From an optimization exercise on the open Yosys and OpenROAD flow, aimed at small area; shortcuts taken in it are not production practice.
Only simulation tests tie the RTL to the original design; equivalence was not proved.
Power is estimated from default activity; no workload was simulated.

$ cat flow/run.sh
#!/bin/bash
# synth_recipe.tcl (not shown) runs the flow's synth.tcl, then flattens the netlist and writes it again
# the make line also repeats each setting of config.mk as NAME=value (left out here)
make -C /OpenROAD-flow-scripts/flow DESIGN_CONFIG=/design/flow/config.mk WORK_HOME=/design/flow/orfs CLKGATE_MAP_FILE= SYNTH_SCRIPT=/design/flow/synth_recipe.tcl finish
$ cat flow/config.mk
export PLATFORM = sky130hd
export DESIGN_NAME = spike_array_top
export DESIGN_NICKNAME = spike_array_top
export VERILOG_FILES = /design/flow/design.v
export SDC_FILE = /design/flow/constraint.sdc
export NUM_CORES = 4
export LEC_CHECK = 0
export ABC_AREA = 1
export CAP_MARGIN = 20
export CORE_MARGIN = 2
export CORE_UTILIZATION = 40
export SLEW_MARGIN = 20
$ cat flow/constraint.sdc
create_clock -name core_clock -period 12.0 [get_ports {cpu_clk}]
set_input_delay 2.4000 -clock core_clock [delete_from_list [all_inputs] [get_ports {cpu_clk}]]
set_output_delay 2.4000 -clock core_clock [all_outputs]
set_load 0.01 [all_outputs]
$ cat flow/design.v
package neuron_pkg;
    typedef logic [15:0] potential_t;
    typedef logic [15:0] count_t;
    typedef logic [7:0] reg_addr_t;
    typedef logic [31:0] reg_data_t;
    typedef enum logic [2:0] {
        FIELD_POTENTIAL = 3'd0,   
        FIELD_THRESHOLD = 3'd1,
        FIELD_LEAK      = 3'd2,
        FIELD_STIMULUS  = 3'd3,
        FIELD_COUNT     = 3'd4    
    } field_e;
    localparam reg_addr_t STATUS_ADDR = 8'h80;
    localparam potential_t THRESHOLD_RESET = 16'h0100;
endpackage
package access_pkg;
    typedef enum logic [1:0] {
        OP_NONE  = 2'd0,
        OP_READ  = 2'd1,
        OP_WRITE = 2'd2
    } access_op_e;
    typedef enum logic [1:0] {
        ST_IDLE   = 2'd0,
        ST_ACCESS = 2'd1,   
        ST_DONE   = 2'd2    
    } access_state_e;
    typedef struct packed {
        access_op_e op;
        logic [7:0]  addr;    
        logic [31:0] wdata;   
    } bank_req_t;
    localparam int BANK_REQ_W = 2 + 8 + 32;
endpackage
`timescale 1ns/1ps
module access_fsm (
    input  logic        cpu_clk,
    input  logic        rst_n,
    input  logic [7:0]  node_select,
    input  logic [7:0]  addr,
    input  logic        write_en,
    input  logic        read_en,
    input  logic [15:0] write_data,
    input  logic [15:0] rd_word,      
    output logic        acc,          
    output logic        op_w,         
    output logic [1:0]  bank,
    output logic [1:0]  nrn,
    output logic [2:0]  code,
    output logic [15:0] dreg,
    output logic [31:0] read_data,
    output logic        ready
);
    logic done;
    logic idle;
    logic [2:0] code_in;
    assign idle = ~acc & ~done;
    always_ff @(posedge cpu_clk or negedge rst_n) begin
        if (!rst_n) begin
            acc  <= 1'b0;
            done <= 1'b0;
        end else begin
            acc  <= idle & (write_en | read_en);
            done <= acc;
        end
    end
    always_comb begin
        if (node_select[7:2] != 6'd0)             code_in = 3'd7;
        else if (addr == 8'h80)                   code_in = 3'd5;
        else if (addr[7:5] != 3'd0 || addr[2:0] > 3'd4) code_in = 3'd7;
        else                                      code_in = addr[2:0];
    end
    always_ff @(posedge cpu_clk) begin
        if (!acc) begin
            op_w <= write_en;
            bank <= node_select[1:0];
            nrn  <= addr[4:3];
            code <= code_in;
        end
        dreg <= acc ? rd_word : write_data;
    end
    assign ready     = done;
    assign read_data = {16'd0, dreg & {16{done & ~op_w}}};
endmodule
`timescale 1ns/1ps
module tick_timer #(
    parameter int TICK_PERIOD = 16
) (
    input  logic cpu_clk,
    input  logic rst_n,
    output logic tick
);
    localparam int CNT_W = (TICK_PERIOD > 1) ? $clog2(TICK_PERIOD) : 1;
    logic [CNT_W-1:0] cnt;
    logic             wrap;
    assign wrap = (cnt == CNT_W'(TICK_PERIOD - 1));
    always_ff @(posedge cpu_clk or negedge rst_n) begin
        if (!rst_n) begin
            cnt  <= '0;
            tick <= 1'b0;
        end else begin
            if (wrap) begin
                cnt <= '0;
            end else begin
                cnt <= cnt + 1'b1;
            end
            tick <= wrap;   
        end
    end
endmodule
`timescale 1ns/1ps
module neuron_unit (
    input  logic        cpu_clk,
    input  logic        rst_n,
    input  logic        tick,
    input  logic        we_th,
    input  logic        we_l,
    input  logic        we_s,
    input  logic [15:0] wd,
    output logic [15:0] potential,
    output logic [15:0] threshold,
    output logic [15:0] leak,
    output logic [15:0] stimulus,
    output logic [15:0] spike_count,
    output logic        spike
);
    logic [16:0] bw;       
    logic [15:0] d;
    logic [15:0] leaked;
    logic [16:0] cy;       
    logic [15:0] sm;
    logic [15:0] integ;
    logic [16:0] ge;       
    logic [16:0] ic;       
    logic        fire;
    assign bw[0] = 1'b0;
    assign cy[0] = 1'b0;
    assign ge[0] = 1'b1;
    assign ic[0] = tick & fire;
    for (genvar i = 0; i < 16; i++) begin : g_sub
        assign d[i]    = potential[i] ^ leak[i] ^ bw[i];
        assign bw[i+1] = (~potential[i] & leak[i]) | (~(potential[i] ^ leak[i]) & bw[i]);
    end
    for (genvar i = 0; i < 16; i++) begin : g_add
        assign leaked[i] = d[i] & ~bw[16];
        assign sm[i]     = leaked[i] ^ stimulus[i] ^ cy[i];
        assign cy[i+1]   = (leaked[i] & stimulus[i]) | ((leaked[i] ^ stimulus[i]) & cy[i]);
    end
    for (genvar i = 0; i < 16; i++) begin : g_cmp
        assign integ[i] = sm[i] | cy[16];
        assign ge[i+1]  = (integ[i] & ~threshold[i]) | ((integ[i] | ~threshold[i]) & ge[i]);
        assign ic[i+1]  = spike_count[i] & ic[i];
    end
    assign fire = ge[16];
    always_ff @(posedge cpu_clk or negedge rst_n) begin
        if (!rst_n) begin
            potential   <= '0;
            spike_count <= '0;
            spike       <= 1'b0;
            threshold   <= 16'h0100;
            leak        <= '0;
            stimulus    <= '0;
        end else begin
            spike       <= tick & fire;
            spike_count <= spike_count ^ ic[15:0];
            if (tick) potential <= fire ? 16'd0 : integ;
            if (we_th) threshold <= wd;
            if (we_l)  leak <= wd;
            if (we_s)  stimulus <= wd;
            else if (tick) stimulus <= '0;
        end
    end
endmodule
`timescale 1ns/1ps
module neuron_bank (
    input  logic        cpu_clk,
    input  logic        rst_n,
    input  logic        tick,
    input  logic        wr,           
    input  logic [1:0]  nrn,
    input  logic [2:0]  code,
    input  logic [15:0] wd,
    output logic [15:0] rd,
    output logic        interrupt
);
    logic [15:0] p [4];
    logic [15:0] th [4];
    logic [15:0] l [4];
    logic [15:0] s [4];
    logic [15:0] c [4];
    logic [3:0]  spikes;
    logic [3:0]  status;
    logic [3:0]  clr;
    for (genvar i = 0; i < 4; i++) begin : g_neuron
        logic sel;
        assign sel = wr && (nrn == 2'(i));
        neuron_unit u_neuron (
            .cpu_clk     (cpu_clk),
            .rst_n       (rst_n),
            .tick        (tick),
            .we_th       (sel && code == 3'd1),
            .we_l        (sel && code == 3'd2),
            .we_s        (sel && code == 3'd3),
            .wd          (wd),
            .potential   (p[i]),
            .threshold   (th[i]),
            .leak        (l[i]),
            .stimulus    (s[i]),
            .spike_count (c[i]),
            .spike       (spikes[i])
        );
    end
    always_comb begin
        case (code)
            3'd0:    rd = p[nrn];
            3'd1:    rd = th[nrn];
            3'd2:    rd = l[nrn];
            3'd3:    rd = s[nrn];
            3'd4:    rd = c[nrn];
            3'd5:    rd = {12'd0, status};
            default: rd = '0;
        endcase
    end
    assign clr = (wr && code == 3'd5) ? wd[3:0] : 4'd0;
    always_ff @(posedge cpu_clk or negedge rst_n) begin
        if (!rst_n) status <= '0;
        else        status <= (status & ~clr) | spikes;
    end
    assign interrupt = |status;
endmodule
`timescale 1ns/1ps
module spike_array_top (
    input  logic        cpu_clk,
    input  logic        rst_n,
    input  logic [7:0]  ext_node_select,
    input  logic [7:0]  ext_addr,
    input  logic        ext_write_en,
    input  logic        ext_read_en,
    input  logic [31:0] ext_write_data,
    output logic [31:0] ext_read_data,
    output logic        ext_ready,
    output logic [3:0]  node_interrupts
);
    logic        tick;
    logic        acc, op_w;
    logic [1:0]  bank, nrn;
    logic [2:0]  code;
    logic [15:0] dreg;
    logic [15:0] rd [4];
    access_fsm u_access (
        .cpu_clk     (cpu_clk),
        .rst_n       (rst_n),
        .node_select (ext_node_select),
        .addr        (ext_addr),
        .write_en    (ext_write_en),
        .read_en     (ext_read_en),
        .write_data  (ext_write_data[15:0]),
        .rd_word     (rd[bank]),
        .acc         (acc),
        .op_w        (op_w),
        .bank        (bank),
        .nrn         (nrn),
        .code        (code),
        .dreg        (dreg),
        .read_data   (ext_read_data),
        .ready       (ext_ready)
    );
    tick_timer #(.TICK_PERIOD(16)) u_timer (
        .cpu_clk (cpu_clk),
        .rst_n   (rst_n),
        .tick    (tick)
    );
    for (genvar n = 0; n < 4; n++) begin : g_node
        neuron_bank u_bank (
            .cpu_clk   (cpu_clk),
            .rst_n     (rst_n),
            .tick      (tick),
            .wr        (acc && op_w && bank == 2'(n)),
            .nrn       (nrn),
            .code      (code),
            .wd        (dreg),
            .rd        (rd[n]),
            .interrupt (node_interrupts[n])
        );
    end
endmodule
==> flow_summary.html <==
<table>
<tr><th>Metric</th><th>Value</th></tr>
<tr><th colspan="2">Critical path</th></tr>
<tr><td>Maximum cell stage delay along the critical path</td><td>between 0.4 and 0.5 ns</td></tr>
<tr><td>Arrival time of data at the critical path endpoint</td><td>16.43 ns</td></tr>
<tr><td>Slowest cell on the critical path</td><td>sky130_fd_sc_hd__fa_2</td></tr>
<tr><td>Kind of critical path</td><td>reg2reg</td></tr>
<tr><td>Cell mode on critical path</td><td>sky130_fd_sc_hd__fa_2</td></tr>
<tr><td>Register-to-Register Setup Slack</td><td>-3.72 ns</td></tr>
<tr><td>Launching element type of the critical path</td><td>register</td></tr>
<tr><td>Worst-path fanout max</td><td>7</td></tr>
<tr><td>Setup crit end kind</td><td>register</td></tr>
<tr><td>Required arrival time at the worst endpoint</td><td>12.71 ns</td></tr>
<tr><th colspan="2">Drt</th></tr>
<tr><td>WL final</td><td>just over 300000 µm</td></tr>
<tr><td>DRC marker count from the first detailed-route iteration</td><td>7607</td></tr>
<tr><td>Number of remaining DRC errors</td><td>0</td></tr>
<tr><td>Detail-routed net length per standard cell</td><td>25.7 µm</td></tr>
<tr><td>Final antenna-violating net count</td><td>0</td></tr>
<tr><td>Vias/cell</td><td>between 5 and 6</td></tr>
<tr><td>Router iterations before antenna repair</td><td>7</td></tr>
<tr><td>Overall via count from detail_route</td><td>68700</td></tr>
<tr><th colspan="2">Finish</th></tr>
<tr><td>Final cell utilization of the core</td><td>0.509</td></tr>
<tr><td>Number of nets in the layout</td><td>10100</td></tr>
<tr><td>Final Cell Area</td><td>98200 µm²</td></tr>
<tr><td>Fraction of final layout cells with drive strength greater than 1</td><td>0.280</td></tr>
<tr><td>Layout overhead on the synthesized area</td><td>26.2%</td></tr>
<tr><td>Non-filler instance count after layout</td><td>11900</td></tr>
<tr><td>Number of fill cells</td><td>17600</td></tr>
<tr><th colspan="2">Yosys</th></tr>
<tr><td>Synth cell count leaders</td><td>sky130_fd_sc_hd__nand2_1 (1383), sky130_fd_sc_hd__o21ai_0 (1355), sky130_fd_sc_hd__dfrtp_1 (1303), sky130_fd_sc_hd__inv_1 (1013), sky130_fd_sc_hd__fa_1 (480)</td></tr>
<tr><td>Number of enable flip-flop cells after synthesis</td><td>8</td></tr>
<tr><td>Post-synth ARST share</td><td>0.982</td></tr>
<tr><td>Post-synth cell types</td><td>53</td></tr>
<tr><td>Fraction of the mapped netlist area in adder cells</td><td>0.167</td></tr>
<tr><td>Largest cells by area after synthesis</td><td>sky130_fd_sc_hd__dfrtp_1 (42%), sky130_fd_sc_hd__fa_1 (12%), sky130_fd_sc_hd__o21ai_0 (8.7%)</td></tr>
<tr><td>Number of synthesized register bits</td><td>1343</td></tr>
<tr><td>Proportion of synthesized chip area in sequential cells</td><td>0.431</td></tr>
<tr><td>Mapped Avg Cell Area</td><td>8.97 µm²</td></tr>
<tr><td>Count leader, synth</td><td>sky130_fd_sc_hd__nand2_1</td></tr>
<tr><td>Parity-gate share of the synthesized area counting xor and xnor cells</td><td>0.00202</td></tr>
<tr><td>Post-synthesis simple-gate area fraction</td><td>0.132</td></tr>
<tr><td>Yosys warnings</td><td>11</td></tr>
<tr><td>Cell type contributing the most total cell area after synthesis</td><td>sky130_fd_sc_hd__dfrtp_1</td></tr>
<tr><td>Cells after Synth</td><td>a little under 9000</td></tr>
<tr><td>Synthesized cell area</td><td>about 78000 µm²</td></tr>
<tr><td>Post-synthesis mux area share</td><td>0</td></tr>
<tr><td>Synth top area share</td><td>0.419</td></tr>
<tr><td>Combinational family with the most area after synthesis</td><td>compound AO/OA/AOI/OAI gates</td></tr>
<tr><td>Compound-cell area share of the yosys netlist</td><td>0.181</td></tr>
<tr><td>Top FF cell, synth</td><td>sky130_fd_sc_hd__dfrtp_1</td></tr>
<tr><th colspan="2">STA</th></tr>
<tr><td>Max transition margin</td><td>0.228</td></tr>
<tr><td>Achievable frequency</td><td>between 60 and 70 MHz</td></tr>
<tr><td>Crit share post-route</td><td>1.31</td></tr>
<tr><td>Total setup violations reported at the end of the flow</td><td>528</td></tr>
<tr><td>Transition time at the pin with the least slew margin</td><td>1.15 ns</td></tr>
<tr><td>Hold Vio Cnt, Final</td><td>0</td></tr>
<tr><td>Worst clock skew</td><td>0.0314 ns</td></tr>
<tr><td>Count of final max-slew check failures</td><td>0</td></tr>
<tr><td>Worst path setup slack after routing</td><td>-3.72 ns</td></tr>
<tr><td>Shortest period the worst path allows</td><td>about 16 ns</td></tr>
<tr><td>RSZ-0062 raised after global routing</td><td>yes</td></tr>
<tr><td>Worst-case hold slack</td><td>0.434 ns</td></tr>
<tr><th colspan="2">Status</th></tr>
<tr><td>Outcome</td><td>finished with violations</td></tr>
<tr><td>Failed layout checks</td><td>setup timing</td></tr>
<tr><th colspan="2">Global route</th></tr>
<tr><td>Overall track demand over capacity in global routing</td><td>0.309</td></tr>
<tr><td>Via count of the first global-routing pass</td><td>slightly below 70000</td></tr>
<tr><td>Remaining Overflow, GRT</td><td>0</td></tr>
<tr><td>Antenna violations before repair</td><td>10</td></tr>
<tr><td>Maximum number of pins on one net before global-route repair</td><td>156</td></tr>
<tr><td>Wire length of the first global-routing pass</td><td>456000 µm</td></tr>
<tr><th colspan="2">Clock network</th></tr>
<tr><td>Clk sink count</td><td>about 1300</td></tr>
<tr><td>CTS root buffer</td><td>sky130_fd_sc_hd__clkbuf_16</td></tr>
<tr><td>Number of buffers added to fix hold violations after cts</td><td>0</td></tr>
<tr><td>Clock tree from TritonCTS</td><td>built</td></tr>
<tr><td>CTS Buffer Depth</td><td>3</td></tr>
<tr><td>Clock latency on the worst-skew pair</td><td>0.85 ns</td></tr>
<tr><td>CTS HTree Levels</td><td>4</td></tr>
<tr><td>Clock transition at the registers of the reported paths</td><td>0.06 ns</td></tr>
<tr><td>Number of buffers created by CTS</td><td>between 150 and 200</td></tr>
<tr><th colspan="2">Placed design</th></tr>
<tr><td>Number of placed cells counting well taps</td><td>around 11000</td></tr>
<tr><td>Placed Area</td><td>about 90000 µm²</td></tr>
<tr><td>Quantity of I/O buffers inserted on ports</td><td>56</td></tr>
<tr><td>Placer congestion estimate</td><td>0.979</td></tr>
<tr><td>HPWL reported at the end of detailed placement</td><td>~210000 µm</td></tr>
<tr><th colspan="2">Min path</th></tr>
<tr><td>Hold Crit Class</td><td>reg2reg</td></tr>
<tr><th colspan="2">Pwr</th></tr>
<tr><td>Peak ir drop on the vdd network</td><td>0.123 mV</td></tr>
<tr><td>Power density normalized to cell area</td><td>about 120 nW/µm²</td></tr>
<tr><td>Static leakage</td><td>41.0 nW</td></tr>
<tr><th colspan="2">Die</th></tr>
<tr><td>Starting density of the core</td><td>0.404</td></tr>
<tr><td>Boundary Pins</td><td>a little under 90</td></tr>
<tr><td>Number of core rows</td><td>about 160</td></tr>
<tr><td>Area of the core</td><td>193000 µm²</td></tr>
<tr><td>Die Span Y</td><td>445 µm</td></tr>
<tr><td>Die Width</td><td>around 450 µm</td></tr>
<tr><td>Die footprint</td><td>198000 µm²</td></tr>
<tr><th colspan="2">Run</th></tr>
<tr><td>Maximum capacitance violations</td><td>0</td></tr>
</table>
==> cells in the final DEF, fill, tap and decap left out, drive strengths merged, types with 55 or more instances in the layout <==
cell type | Yosys | final
o22ai | 311 | 311
buf | 190 | 938
or2 | 101 | 101
o21ai | 1383 | 1383
nand2 | 1406 | 1407
inv | 1040 | 1054
nor2 | 465 | 465
fa | 480 | 480
a21oi | 378 | 378
ha | 273 | 273
clkbuf | 418 | 226
dfrtp | 1303 | 1303
a221oi | 132 | 132
o221ai | 94 | 94
clkdlybuf4s50 | 0 | 55
nand3 | 452 | 452
==> worst max-delay path, delay by kind of cell, from the launching register on <==
family | cells | cell delay, ns
and+or+nand+nor | 15 | 1.10
DFF | 1 | 0.38
AOI/OAI and AO/OA | 2 | 0.24
xor gates and xnor gates | 1 | 0.15
buffers and inverters | 5 | 0.33
adders and majority gates | 47 | 13.33
==> power by group <==
group / total (mW) / switching [mW] / internal [mW]
clock network: 5.09 / 2.09 / 3.00
logic: 1.89 / 1.61 / 0.280
registers: 4.59 / 0.0256 / 4.56
==> flip-flops by register name (all words and copies together) (netlist names) <==
signal / cells
g_node.u_bank.g_neuron.u_neuron.leak: 256
g_node.u_bank.g_neuron.u_neuron.potential: 256
g_node.u_bank.g_neuron.u_neuron.spike: 16
g_node.u_bank.g_neuron.u_neuron.spike_count: 256
g_node.u_bank.g_neuron.u_neuron.stimulus: 256
g_node.u_bank.g_neuron.u_neuron.threshold: 256
g_node.u_bank.status: 16
u_access.acc: 1
u_access.bank: 2
u_access.code: 3
u_access.done: 1
u_access.dreg: 16
u_access.nrn: 2
u_access.op_w: 1
u_timer.cnt: 4
u_timer.tick: 1
==> final timing paths <==
kind	start	endpoint	cells past startpoint
setup / recovery	register	register	70
hold / removal	g_node[0].u_bank.g_neuron[2].u_neuron.spike	g_node[0].u_bank.status[2]	1
setup reg to reg	register	register	70
hold reg to reg	g_node[0].u_bank.g_neuron[2].u_neuron.spike	g_node[0].u_bank.status[2]	1
max in group asynchronous	rst_n	asynchronous set/reset pin	4
min in group asynchronous	rst_n	asynchronous set/reset pin	1
==> metal layers <==
| metal | wire, µm | global-route usage | share of wire | vias up |
|---|---|---|---|---|
| li1 | - | - | - | 30200 |
| met5 | 49 | 0 | 0.00016 | - |
| met2 | 134000 | 0.464 | 0.44 | 3369 |
| met1 | 125000 | 0.418 | 0.41 | 34400 |
| met4 | 17700 | 0.151 | 0.058 | 8 |
| met3 | 29400 | 0.0752 | 0.096 | 694 |
==> final cells by class <==
type                            count  area (µm²)  share of cell area
Multi-Input combinational cell   5705       43900               0.447
Clock inverter                     66         818             0.00833
Clock buffer                      225        4600              0.0468
Antenna cell                        5        12.5            0.000127
Tap cell                         2526        3160              0.0322
Sequential cell                  1343       33600               0.342
Inverter                         1046        4000              0.0407
Timing Repair Buffer              994        8200              0.0834
==> kinds of logic after synthesis <==
kind of cell | count (synthesis)
AO/OA/AOI/OAI | 2454
XOR/XNOR | 18
adder cells (fa/ha/maj) | 753
buffers and inverters | 1654
flip-flops | 1343
other | 1
AND/OR/NAND/NOR | 2463
==> stage by stage <==
step | setup TNS [ns] | setup WS, ns | total power, mW
CTS | -987.19 | -3.79 | 11.6
floorplan | -480.83 | -2.97 | 5.50
detailed placement | -1000.83 | -3.97 | 6.48
global placement | -979.65 | -3.89 | 6.49
global route | -1154.88 | -4.12 | 11.9
finish | -980.72 | -3.72 | 11.6
==> what timing repair did <==
action	4_1_cts	5_1_grt
endpoints found under the setup margin	528	528
resized for setup	303	143
pin swaps	119	63
cloned	0	2
buffers inserted	154	38

[port drivers added, routing unchanged]
No port has a modelled driver above. Below, the same layout with a new extraction and two added sets of constraints. Step 1, drivers: a clkbuf_16 drives cpu_clk and a buf_2 each remaining input, both assumed. Step 2 adds t to the input delays and takes it off the output delays; t is the mean of the earliest and latest rising clock arrival at the registers after step 1. Input paths then give back, and output paths get back, about the clock's delay inside the block. Slacks: ideal / step 1 / step 2; pairs: ideal / step 1.
t (ns): 0.922
setup slack, ns: -3.725 / -3.725 / -3.725
worst setup path at the end: register to register
worst data-port slew with drivers (ns): 0.09
The setup slack of this run moves by 0.000 ns with the drivers and by 0.000 ns with both steps.
